Background: an optimization exercise with open tools, aiming at small area. Do not read the settings as production practice.
In this exercise RTL edits were held to simulation tests only and were not proved equivalent to the original.
Power figures rest on the tool's default switching activity, not on a simulated workload.

==> flow/design.v <==
package mcdf_fmt_pkg;
  localparam int DATA_WIDE       = 32;
  localparam int CACHE_PTR_WIDE  = 6;
  localparam int FMT_CACHE_DEPTH = 32;
  typedef enum logic [2:0] {
    ST_CHECK0     = 3'd0,
    ST_CHECK      = 3'd1,
    ST_HAND_SHAKE = 3'd2,
    ST_SENT_START = 3'd3,
    ST_DATA_SENT  = 3'd4,
    ST_SENT_END   = 3'd5,
    ST_FLAG_CLR   = 3'd6
  } fmt_state_e;
  function automatic logic [1:0] len_code(input logic [2:0] code);
    case (code)
      3'd0:    len_code = 2'd0;
      3'd1:    len_code = 2'd1;
      3'd2:    len_code = 2'd2;
      default: len_code = 2'd3;
    endcase
  endfunction
endpackage
module fmt_cache
(
  input  logic                                clk,
  input  logic                                i_shift,
  input  logic [mcdf_fmt_pkg::DATA_WIDE-1:0]  i_wdata,
  input  logic [3:0]                          i_tap,     
  output logic [mcdf_fmt_pkg::DATA_WIDE-1:0]  o_rdata
);
  logic [mcdf_fmt_pkg::DATA_WIDE-1:0] r_mem [mcdf_fmt_pkg::FMT_CACHE_DEPTH];
  always_ff @(posedge clk) begin
    if (i_shift) begin
      r_mem[0] <= i_wdata;
      for (int i = 1; i < mcdf_fmt_pkg::FMT_CACHE_DEPTH; i++) r_mem[i] <= r_mem[i-1];
    end
  end
  assign o_rdata = ({mcdf_fmt_pkg::DATA_WIDE{i_tap[0]}} & r_mem[3])
                 | ({mcdf_fmt_pkg::DATA_WIDE{i_tap[1]}} & r_mem[7])
                 | ({mcdf_fmt_pkg::DATA_WIDE{i_tap[2]}} & r_mem[15])
                 | ({mcdf_fmt_pkg::DATA_WIDE{i_tap[3]}} & r_mem[31]);
endmodule
module mcdf_formatter
(
  input  logic                      clk,
  input  logic                      rst_n,
  input  logic [1:0]                fmt_uplink_chid,
  input  logic [2:0]                fmt_fifo0_length,
  input  logic [2:0]                fmt_fifo1_length,
  input  logic [2:0]                fmt_fifo2_length,
  input  logic                      fmt_grant,
  input  logic                      fmt_uplink_valid,
  input  logic [mcdf_fmt_pkg::DATA_WIDE-1:0]      fmt_data_in,
  output logic                      fmt_uplink_ready,
  output logic [1:0]                fmt_chid,
  output logic [mcdf_fmt_pkg::CACHE_PTR_WIDE-1:0] fmt_length,
  output logic                      fmt_req,
  output logic                      fmt_start,
  output logic                      fmt_end,
  output logic [mcdf_fmt_pkg::DATA_WIDE-1:0]      fmt_data
);
  mcdf_fmt_pkg::fmt_state_e r_state;
  logic [4:0]               r_cnt;     
  logic [3:0]               r_len;     
  logic [1:0]               r_chid;    
  logic [3:0]               r_tap;     
  logic       w_ready;
  logic       w_open;
  logic       w_accept;
  logic       w_last;
  logic       w_show;
  logic       w_shift;
  logic [2:0] w_len_code;
  assign w_ready = (r_state == mcdf_fmt_pkg::ST_CHECK);
  assign w_open  = (r_cnt != 5'd0);
  assign w_accept = fmt_uplink_valid & w_ready & ((fmt_uplink_chid != 2'd0) | w_open);
  always_comb begin
    case (fmt_uplink_chid)
      2'd1:    w_len_code = fmt_fifo0_length;
      2'd2:    w_len_code = fmt_fifo1_length;
      2'd3:    w_len_code = fmt_fifo2_length;
      default: w_len_code = 3'd0;
    endcase
  end
  assign w_last = (r_cnt[1:0] == 2'b11)
                & (r_cnt[2] == ~r_len[0])
                & (r_cnt[3] == (r_len[2] | r_len[3]))
                & (r_cnt[4] == r_len[3]);
  assign w_show  = (r_state == mcdf_fmt_pkg::ST_HAND_SHAKE) | (r_tap != 4'd0);
  assign w_shift = w_accept
                 | (r_state == mcdf_fmt_pkg::ST_SENT_START)
                 | (r_state == mcdf_fmt_pkg::ST_DATA_SENT);
  fmt_cache u_cache (
    .clk     (clk),
    .i_shift (w_shift),
    .i_wdata (fmt_data_in),
    .i_tap   (r_tap),
    .o_rdata (fmt_data)
  );
  always_ff @(posedge clk) begin
    if (w_ready & ~w_open) begin
      r_chid <= fmt_uplink_chid;
      r_len  <= 4'b0001 << mcdf_fmt_pkg::len_code(w_len_code);
    end
  end
  always_ff @(posedge clk or posedge rst_n) begin
    if (rst_n) begin
      r_state <= mcdf_fmt_pkg::ST_CHECK0;
      r_cnt   <= '0;
      r_tap   <= '0;
    end else begin
      case (r_state)
        mcdf_fmt_pkg::ST_CHECK0: begin
          r_state <= mcdf_fmt_pkg::ST_CHECK;
        end
        mcdf_fmt_pkg::ST_CHECK: begin
          if (w_accept) begin
            r_cnt <= r_cnt + 5'd1;
            if (w_open & w_last) r_state <= mcdf_fmt_pkg::ST_HAND_SHAKE;
          end
        end
        mcdf_fmt_pkg::ST_HAND_SHAKE: begin
          r_cnt <= 5'd1;
          if (fmt_grant) begin
            r_state <= mcdf_fmt_pkg::ST_SENT_START;
            r_tap   <= r_len;
          end
        end
        mcdf_fmt_pkg::ST_SENT_START: begin
          r_cnt   <= r_cnt + 5'd1;
          r_state <= mcdf_fmt_pkg::ST_DATA_SENT;
        end
        mcdf_fmt_pkg::ST_DATA_SENT: begin
          r_cnt <= r_cnt + 5'd1;
          if (w_last) r_state <= mcdf_fmt_pkg::ST_SENT_END;
        end
        mcdf_fmt_pkg::ST_SENT_END: begin
          r_cnt   <= 5'd0;
          r_tap   <= 4'd0;
          r_state <= mcdf_fmt_pkg::ST_FLAG_CLR;
        end
        default: begin
          r_cnt   <= 5'd0;
          r_state <= mcdf_fmt_pkg::ST_CHECK;
        end
      endcase
    end
  end
  assign fmt_uplink_ready = w_ready;
  assign fmt_req          = (r_state == mcdf_fmt_pkg::ST_HAND_SHAKE);
  assign fmt_start        = (r_state == mcdf_fmt_pkg::ST_SENT_START);
  assign fmt_end          = (r_state == mcdf_fmt_pkg::ST_SENT_END);
  assign fmt_chid         = r_chid & {2{w_show}};
  assign fmt_length       = {r_len & {4{w_show}}, 2'b00};
endmodule
Settings: LEC_CHECK=0, CAP_MARGIN=20, CORE_MARGIN=2, CORE_UTILIZATION=65, SLEW_MARGIN=20; clock period 5.0 ns.
standard.sh (not shown) runs the stock make flow with config.mk's settings and CLKGATE_MAP_FILE= SYNTH_SCRIPT=/design/flow/synth_recipe.tcl, a recipe that flattens the netlist after the stock synthesis.
==> flow/flow/run.sh <==
#!/bin/bash
# Standard ORFS layout with small port buffers and a clock tree without dummy loads.
set -euo pipefail
bash standard.sh finish \
  "BUFFER_PORTS_ARGS=-buffer_cell sky130_fd_sc_hd__buf_1" \
  "CTS_ARGS=-sink_clustering_enable -repair_clock_nets -dont_use_dummy_load -buf_list sky130_fd_sc_hd__clkbuf_4 -sink_clustering_size 10 -sink_clustering_max_diameter 40" \
  > orfs_flow.log 2>&1
The first run completed without violations.
Next try:
==> flow/flow/run.sh (replaced) <==
#!/bin/bash
# Standard ORFS layout with small port buffers and a clock tree without dummy loads.
set -euo pipefail
bash standard.sh finish \
  "BUFFER_PORTS_ARGS=-buffer_cell sky130_fd_sc_hd__buf_1" \
  "CTS_ARGS=-sink_clustering_enable -repair_clock_nets -dont_use_dummy_load -buf_list sky130_fd_sc_hd__clkbuf_8 -sink_clustering_size 18 -sink_clustering_max_diameter 60" \
  > orfs_flow.log 2>&1
What happened: The changed run passed the timing, DRC and antenna checks; final cell count falls by 3.3%; wire length falls by 2.7%; setup slack gets better by 0.29 ns; die area is unchanged; sequential share of layout area rises by 0.19 points; first-iteration DRC count rises by 10%; total power falls by 0.63%; non-clock buffer count falls by 1; via count falls by 3.2%; global-route usage falls by 0.73 points; synthesized cell count is unchanged.

[port drivers added, routing unchanged]
The results above use ideal ports. As a check the final layouts listed here were re-extracted and re-timed, cells and wires unchanged.
Step 1 sets driving cells, clkbuf_16 on the clock port and buf_2 on the other inputs (assumed; they add their load-dependent delay and slew).
Step 2 adds t to the input delays and takes it off the output delays; t is the mean of the earliest and latest rising clock arrival at the registers after step 1. Input paths then give back, and output paths get back, about the clock's delay inside the block.
a / b / c = no drivers / after step 1 / after step 2; a / b = the first two.
run | t (ns) | setup WS [ns] | worst hold slack (ns) | latest minus earliest clock arrival (ns) | slew at the worst register clock pin (ns)
the first run | 0.985 | 1.122 / 1.068 / 1.562 | 0.213 / 0.185 / 0.396 | 0.060 / 0.059 | 0.11 / 0.11
the second run | 0.681 | 1.417 / 1.363 / 1.584 | 0.346 / 0.313 / 0.383 | 0.050 / 0.050 | 0.10 / 0.10
After both steps setup and hold are still met in every run listed.
